Source: an optimization exercise on an open RTL-to-GDS flow (aim: small area, a short achievable clock period and few clock cycles). Production flows keep margins and buffers that such runs may drop.
In this exercise RTL edits were held to simulation tests only and were not proved equivalent to the original.
Power is estimated from default activity; no workload was simulated.

== wip/quartz ==
Design rf_pulse_width_capture, start of the top module:
module rf_pulse_width_capture #(
    parameter int MAX_PULSES = 128
) (
    input  logic                              clk,
    input  logic                              rst_n,
    input  logic                              item_valid,
    output logic                              item_stall,
    input  rfpwc_pkg::item_t                  item,
    output logic                              result_valid,
    input  logic                              result_stall,
    output rfpwc_pkg::result_t                result,
    input  logic                              psel,
    input  logic                              penable,
    input  logic                              pwrite,
    input  logic [rfpwc_pkg::PADDR_W-1:0]     paddr,
    input  logic [rfpwc_pkg::PDATA_W-1:0]     pwdata,
    output logic [rfpwc_pkg::PDATA_W-1:0]     prdata,
    output logic                              pready
);
Size in the first run: roughly 1800 flip-flops.
==> flow/config.mk <==
export PLATFORM = sky130hd
export DESIGN_NAME = rf_pulse_width_capture
export DESIGN_NICKNAME = rf_pulse_width_capture
export VERILOG_FILES = /design/flow/design.v
export SDC_FILE = /design/flow/constraint.sdc
export NUM_CORES = 4
export LEC_CHECK = 0
export CAP_MARGIN = 20
export CORE_MARGIN = 2
export CORE_UTILIZATION = 65
export CTS_BUF_LIST = sky130_fd_sc_hd__clkbuf_16
export CTS_CLUSTER_DIAMETER = 100
export CTS_CLUSTER_SIZE = 25
export SLEW_MARGIN = 20
==> flow/constraint.sdc <==
create_clock -name core_clock -period 10.0 [get_ports {clk}]
set_input_delay 2.0000 -clock core_clock [delete_from_list [all_inputs] [get_ports {clk}]]
set_output_delay 2.0000 -clock core_clock [all_outputs]
set_load 0.01 [all_outputs]
standard.sh (not shown) runs the stock make flow with config.mk's settings and CLKGATE_MAP_FILE= SYNTH_SCRIPT=/design/flow/synth_recipe.tcl, a recipe that flattens the netlist after the stock synthesis.
==> flow/flow/run.sh <==
#!/bin/bash
# The standard layout, with timing repair aimed at a tighter setup target
# than the 10 ns clock: the flow's SDC and clock are left as they are.
set -euo pipefail
bash standard.sh SETUP_SLACK_MARGIN=6.5 finish > flow.log 2>&1
In summary, wip/quartz completed successfully, with a layout that passed the timing, DRC and antenna checks.
Testbench counts of wip/quartz, summed over its fixed seeds: cycles 178,936.
Here is what was changed in the inputs of wip/juniper compared with wip/quartz.
- changing CORE_UTILIZATION from 65 to 60
### Flow results
Relative contribution of combinational cells to total power on wip/juniper is down relative to wip/quartz.
wip/juniper: final cell count higher than wip/quartz
The number of cells on the worst reg-to-reg path in wip/juniper was higher than what wip/quartz gave.
wip/juniper does worse than wip/quartz on post-DP HPWL.
Clock tree cell share of total cell area essentially unchanged between wip/juniper and wip/quartz.
Delta (wip/juniper minus wip/quartz): count of fill cells added during filler insertion saw an increase; total power now sits at about the same level.
Sum of routed wire segments on met1, wip/juniper vs wip/quartz: up by a little under 10%
Delta (wip/juniper minus wip/quartz): number of buffers created by CTS did not really move, worst path arrival time shows an increase of 0.07 ns.
#### Input delta (wip/raven over wip/juniper)
- CTS_CLUSTER_SIZE: 25 -> 20
- CORE_UTILIZATION: 60 -> 50
Notes after the runs:
- Per the comparison of wip/raven with wip/juniper, non-clock buffer count went down 3; non-filler instance count after layout saw an increase; post-cts resize count saw an increase; largest stage delay on the critical path climbed 0.04 ns.
- Final critical-path share of the clock period delta for wip/raven relative to wip/juniper: 0.19 points lower
- Delta (wip/raven minus wip/juniper): met2 wirelength from detailed routing up about 0.8%, synthesis-to-finish area growth up 1.5 points.
- From wip/juniper to wip/raven the numbers moved as follows: hold slack went down 0.028 ns; final number of max-transition violations about even; minimum clock period after layout now smaller.

rf_pulse_width_capture again, from the RTL that the note above started with.
// rf_pulse_width_capture
module rf_pulse_width_capture #(
    parameter int MAX_PULSES = 128
) (
    input  logic                              clk,
    input  logic                              rst_n,
    input  logic                              item_valid,
    output logic                              item_stall,
    input  rfpwc_pkg::item_t                  item,
    output logic                              result_valid,
    input  logic                              result_stall,
    output rfpwc_pkg::result_t                result,
    input  logic                              psel,
    input  logic                              penable,
    input  logic                              pwrite,
    input  logic [rfpwc_pkg::PADDR_W-1:0]     paddr,
    input  logic [rfpwc_pkg::PDATA_W-1:0]     pwdata,
    output logic [rfpwc_pkg::PDATA_W-1:0]     prdata,
    output logic                              pready
);
==> flow/config.mk <==
export PLATFORM = sky130hd
export DESIGN_NAME = rf_pulse_width_capture
export DESIGN_NICKNAME = rf_pulse_width_capture
export VERILOG_FILES = /design/flow/design.v
export SDC_FILE = /design/flow/constraint.sdc
export NUM_CORES = 4
export LEC_CHECK = 0
export CAP_MARGIN = 20
export CORE_MARGIN = 2
export CORE_UTILIZATION = 60
export CTS_BUF_LIST = sky130_fd_sc_hd__clkbuf_16
export CTS_CLUSTER_DIAMETER = 100
export CTS_CLUSTER_SIZE = 25
export SLEW_MARGIN = 20
==> flow/constraint.sdc <==
create_clock -name core_clock -period 10.0 [get_ports {clk}]
set_input_delay 2.0000 -clock core_clock [delete_from_list [all_inputs] [get_ports {clk}]]
set_output_delay 2.0000 -clock core_clock [all_outputs]
set_load 0.01 [all_outputs]
==> flow/flow/run.sh <==
#!/bin/bash
# The standard layout, with timing repair aimed at a tighter setup target
# than the 10 ns clock: the flow's SDC and clock are left as they are.
set -euo pipefail
bash standard.sh SETUP_SLACK_MARGIN=6.65 finish > flow.log 2>&1
Testbench counts at the start, summed over its fixed seeds: cycles 178,936.
Then changed:
CORE_UTILIZATION = 65   (was 60)
After rerunning: Final cell count goes down by a few percent. Register-to-register slack gets better by 0.15 ns. Total power barely changes. Wire length came out lower by a few percent. Combinational power is about the same. Count of clock-buffer cells in the layout came out higher by 1. Setup slack gains 0.15 ns. Final area came out lower slightly. Sequential power hardly moves. Flip-flop and latch count is unchanged.

rf_pulse_width_capture, a different RTL version from the one above (not shown whole).
Size: ~3,900 cells after synthesis, roughly 110 I/O pins, roughly 69,000 µm² of cells after synthesis.
export LEC_CHECK = 0
export CAP_MARGIN = 20
export CORE_MARGIN = 2
export CORE_UTILIZATION = 50
export CTS_BUF_LIST = sky130_fd_sc_hd__clkbuf_16
export CTS_CLUSTER_DIAMETER = 100
export CTS_CLUSTER_SIZE = 20
export SLEW_MARGIN = 20
create_clock -name core_clock -period 10.0 [get_ports {clk}]
==> flow/flow/run.sh <==
#!/bin/bash
# The standard layout, with timing repair aimed at a tighter setup target
# than the 10 ns clock: the flow's SDC and clock are left as they are.
set -euo pipefail
bash standard.sh SETUP_SLACK_MARGIN=6.8 finish > flow.log 2>&1
Testbench counts at the start, summed over its fixed seeds: cycles 178,936.
Next try:
--- a/flow/flow/run.sh
+++ b/flow/flow/run.sh
@@ -4,2 +4,2 @@
 set -euo pipefail
-bash standard.sh SETUP_SLACK_MARGIN=6.8 finish > flow.log 2>&1
+bash standard.sh SETUP_SLACK_MARGIN=6.5 finish > flow.log 2>&1
Settings changed: CORE_UTILIZATION 50 to 60, CTS_CLUSTER_SIZE 20 to 25.
The changed run completed with no timing, DRC or antenna violations.
Cell count shrinks by a few percent.
Hold slack gets better by 0.0044 ns.
Clock skew shrinks by 0.013 ns.
Non-clock buffer count shrinks by 58.
Flip-flop and latch count stays the same.
Power shrinks by a few percent.
Routed wire length shrinks by a few percent.
Setup slack gets better by 0.039 ns.
Critical path depth shrinks by 9.
Register-to-register slack gets better by 0.04 ns.
Next try:
Settings changed: CORE_UTILIZATION 60 to 50, CTS_CLUSTER_SIZE 25 to 20.
The new run went through all stages and came out clean.
Count of clock-buffer cells in the layout increases by 18.
Synthesized area does not change.
Clock power increases by 13%.
Power increases by 3.9%.
First-iteration DRC count increases by 3.2%.
Register-to-register slack is about the same.
Non-clock buffer count increases by 13.
Wire length decreases by 1.2%.
Hold slack gets worse by 0.012 ns.
Next try:
--- a/flow/flow/run.sh
+++ b/flow/flow/run.sh
@@ -4,2 +4,2 @@
 set -euo pipefail
-bash standard.sh SETUP_SLACK_MARGIN=6.5 finish > flow.log 2>&1
+bash standard.sh SETUP_SLACK_MARGIN=6.2 finish > flow.log 2>&1
Settings changed: CORE_UTILIZATION 50 to 55, CTS_CLUSTER_SIZE 20 to 25.
Outcome: The changed run produced a clean layout; worst hold slack improves by 0.011 ns; core utilization climbs by 4.2 points; synthesized area does not change; clock skew drops by 0.0089 ns.

-- port drivers added, routing unchanged --
Ports are ideal in the flow. The routed layouts listed here were re-timed in OpenROAD. Step 1: set_driving_cell puts a clkbuf_16 on clk and a buf_2 on each other input, an assumption about the parent block. Step 2, shift: input delay + t, output delay - t, t = (earliest + latest rising clock arrival at the registers) / 2. This alone moves slack from input paths to output paths. Three values: ideal, step 1, step 2; two values: the first two.
| run | t (ns) | setup slack, ns | hold slack, ns | worst data-port slew with drivers (ns) |
|---|---|---|---|---|
| wip/quartz | 0.770 | 6.471 / 6.435 / 5.796 | 0.515 / 0.515 / 0.515 | 0.05 |
| wip/juniper | 0.771 | 6.404 / 6.439 / 5.692 | 0.496 / 0.496 / 0.496 | 0.04 |
| wip/raven | 0.818 | 6.423 / 6.341 / 5.989 | 0.468 / 0.468 / 0.468 | 0.04 |
| the first run of note 2 | 0.769 | 6.514 / 6.514 / 6.028 | 0.490 / 0.490 / 0.490 | 0.04 |
| the second run of note 2 | 0.762 | 6.668 / 6.604 / 6.015 | 0.486 / 0.486 / 0.486 | 0.05 |
| the first run of note 3 | 0.829 | 6.393 / 6.393 / 6.042 | 0.500 / 0.500 / 0.500 | 0.05 |
| the second run of note 3 | 0.764 | 6.432 / 6.432 / 5.949 | 0.505 / 0.505 / 0.505 | 0.05 |
| the third run of note 3 | 0.821 | 6.435 / 6.435 / 5.942 | 0.492 / 0.492 / 0.492 | 0.05 |
| the fourth run of note 3 | 0.781 | 6.174 / 6.159 / 5.821 | 0.503 / 0.503 / 0.503 | 0.04 |
After both steps setup and hold are still met in every run listed. The setup slack of wip/juniper, which loses most, moves by +0.035 ns with the drivers and by -0.712 ns with both steps.
